This is an optimization exercise on Yosys and OpenROAD, whose aim is small area and a short achievable clock period, not a production implementation.
Power is estimated from default activity; no workload was simulated.

// id_stage_top
module id_stage_top (
	input  logic         clk,
	input  logic         rst_i,
	input  logic         inst_valid_i,
	input  logic [31:0]  pc_i,
	input  logic [31:0]  inst_i,
	input  logic [31:0]  rf_data1_i,
	input  logic [31:0]  rf_data2_i,
	input  logic [37:0]  ex_fwd_i,
	input  logic [37:0]  mem_fwd_i,
	input  logic         stall_i,
	output logic [11:0]  rf_read_o,
	output logic [32:0]  branch_o,
	output logic [155:0] id_ex_o
);
Size: ~1600 cells after synthesis, roughly 410 I/O pins.
clock: 12.0 ns
lec_check: 0
abc_area: 1
cap_margin: 20
core_margin: 2
core_utilization: 40
setup_slack_margin: 3.0
slew_margin: 20
standard.sh (not shown) runs the stock make flow with config.mk's settings and CLKGATE_MAP_FILE= SYNTH_SCRIPT=/design/flow/synth_recipe.tcl, a recipe that flattens the netlist after the stock synthesis.
==> flow/flow/run.sh <==
#!/bin/bash
# Standard ORFS layout; the only change is the cell that buffer_ports puts
# on every input and output port (a plain buffer instead of the default
# delay-buffer choice). Every tool's output goes to orfs/logs and flow.log.
set -euo pipefail
export BUFFER_PORTS_ARGS="-buffer_cell sky130_fd_sc_hd__buf_1"
bash standard.sh finish > flow.log 2>&1
Rerun with:
--- a/flow/design.v
+++ b/flow/design.v
@@ -260,16 +260,41 @@
 	end
 	assign c   = {gf[30:0], 1'b0};
 	if (KIND == 2) begin : g_plain
 		assign s_o = a_i + b_i;
 	end else begin : g_pfx
 		assign s_o = p[0] ^ c;
 	end
 endmodule
+module cmp32 (
+	input  logic [31:0] a_i,
+	input  logic [31:0] b_i,
+	input  logic        signed_i,
+	output logic        lt_o,
+	output logic        eq_o
+);
+	logic [31:0] l [6];
+	logic [31:0] e [6];
+	always_comb begin
+		l[0] = ~a_i & b_i;
+		l[0][31] = signed_i ? (a_i[31] & ~b_i[31]) : (~a_i[31] & b_i[31]);
+		e[0] = ~(a_i ^ b_i);
+		for (int k = 1; k < 6; k++) begin
+			l[k] = '0;
+			e[k] = '0;
+			for (int i = 0; i < (32 >> k); i++) begin
+				l[k][i] = l[k-1][2*i+1] | (e[k-1][2*i+1] & l[k-1][2*i]);
+				e[k][i] = e[k-1][2*i+1] & e[k-1][2*i];
+			end
+		end
+	end
+	assign lt_o = l[5][0];
+	assign eq_o = e[5][0];
+endmodule
 `timescale 1ns/10ps
 module id_stage_top (
 	input  logic         clk,
 	input  logic         rst_i,
 	input  logic         inst_valid_i,
 	input  logic [31:0]  pc_i,
 	input  logic [31:0]  inst_i,
 	input  logic [31:0]  rf_data1_i,
@@ -328,29 +353,25 @@
 	assign f1_mem = !ex_hit1 && mem_hit1;
 	assign f1_rf  = !ex_hit1 && !mem_hit1;
 	assign f2_ex  = ex_hit2;
 	assign f2_mem = !ex_hit2 && mem_hit2;
 	assign f2_rf  = !ex_hit2 && !mem_hit2;
 	logic [31:0] f1, f2;
 	assign f1 = ({32{f1_ex}} & ex_d) | ({32{f1_mem}} & mem_d) | ({32{f1_rf}} & rf_data1_i);
 	assign f2 = ({32{f2_ex}} & ex_d) | ({32{f2_mem}} & mem_d) | ({32{f2_rf}} & rf_data2_i);
-	logic        eq, lt, cond;
-	logic [31:0] c1, c2;
-	assign c1   = {f1[31] ^ !inst_i[13], f1[30:0]};
-	assign c2   = {f2[31] ^ !inst_i[13], f2[30:0]};
-	assign lt   = c1 < c2;
-	assign eq   = f1 == f2;
+	logic eq, lt, cond;
+	cmp32 u_cmp (.a_i(f1), .b_i(f2), .signed_i(!inst_i[13]), .lt_o(lt), .eq_o(eq));
 	assign cond = (inst_i[14] ? lt : eq) ^ inst_i[12];
 	logic        a_rs1;
 	logic [31:0] add_a, add_b, sum;
 	assign a_rs1 = inst_i[6] && !inst_i[3] && inst_i[2];
 	assign add_a = a_rs1 ? f1 : pc_i;
 	assign add_b = !inst_i[6] ? imm_u : inst_i[3] ? imm_j : inst_i[2] ? imm_i : imm_b;
-	pfx_add32 #(.KIND(2)) u_add (.a_i(add_a), .b_i(add_b), .s_o(sum));
+	pfx_add32 #(.KIND(1)) u_add (.a_i(add_a), .b_i(add_b), .s_o(sum));
 	assign branch_o = {inst_valid_i && !stall_i && (jal || jalr || (br && cond)),
 		sum[31:1], sum[0] && !a_rs1};
 	logic [31:0] pc4;
 	logic [31:0] inc_c;   
 	logic [29:0] all1 [6];   
 	always_comb begin
 		all1[0] = pc_i[31:2];
 		for (int l = 1; l < 6; l++) begin
The new run produced a clean layout.
Synthesized area increases by 5.4%.
Combinational power went down by 7.0%.
Wire length fell by 5.4%.
Count of clock-buffer cells in the layout is unchanged.
Non-clock buffer count decreases by 17.
Worst setup slack gains 0.18 ns.
Sequential share of layout area went down by 0.13 points.
No functional check of the RTL was part of any run of this note.

-- what the ideal ports hide --
The results above use ideal ports. As a check the final layouts listed here were re-extracted and re-timed, cells and wires unchanged.
Step 1: set_driving_cell puts a clkbuf_16 on clk and a buf_2 on each other input, an assumption about the parent block.
Step 2 times the ports against the registers' clock, not the clock port: input delays grow and output delays shrink by t, the midpoint of the rising clock arrivals with the driver on.
a / b / c = ideal / step 1 / step 2; a / b = the first two.
| run | shift t [ns] | setup slack, ns | worst data-port slew with drivers (ns) | pins driven straight from the clock port |
|---|---|---|---|---|
| the first run | 0.409 | 3.057 / 3.031 / 3.031 | 0.06 | 1 |
| the second run | 0.412 | 3.235 / 3.214 / 3.214 | 0.07 | 1 |
After both steps setup and hold are still met in every run listed. For the first run, which loses most, drivers alone change the setup slack by -0.026 ns; drivers and shift together by -0.026 ns.
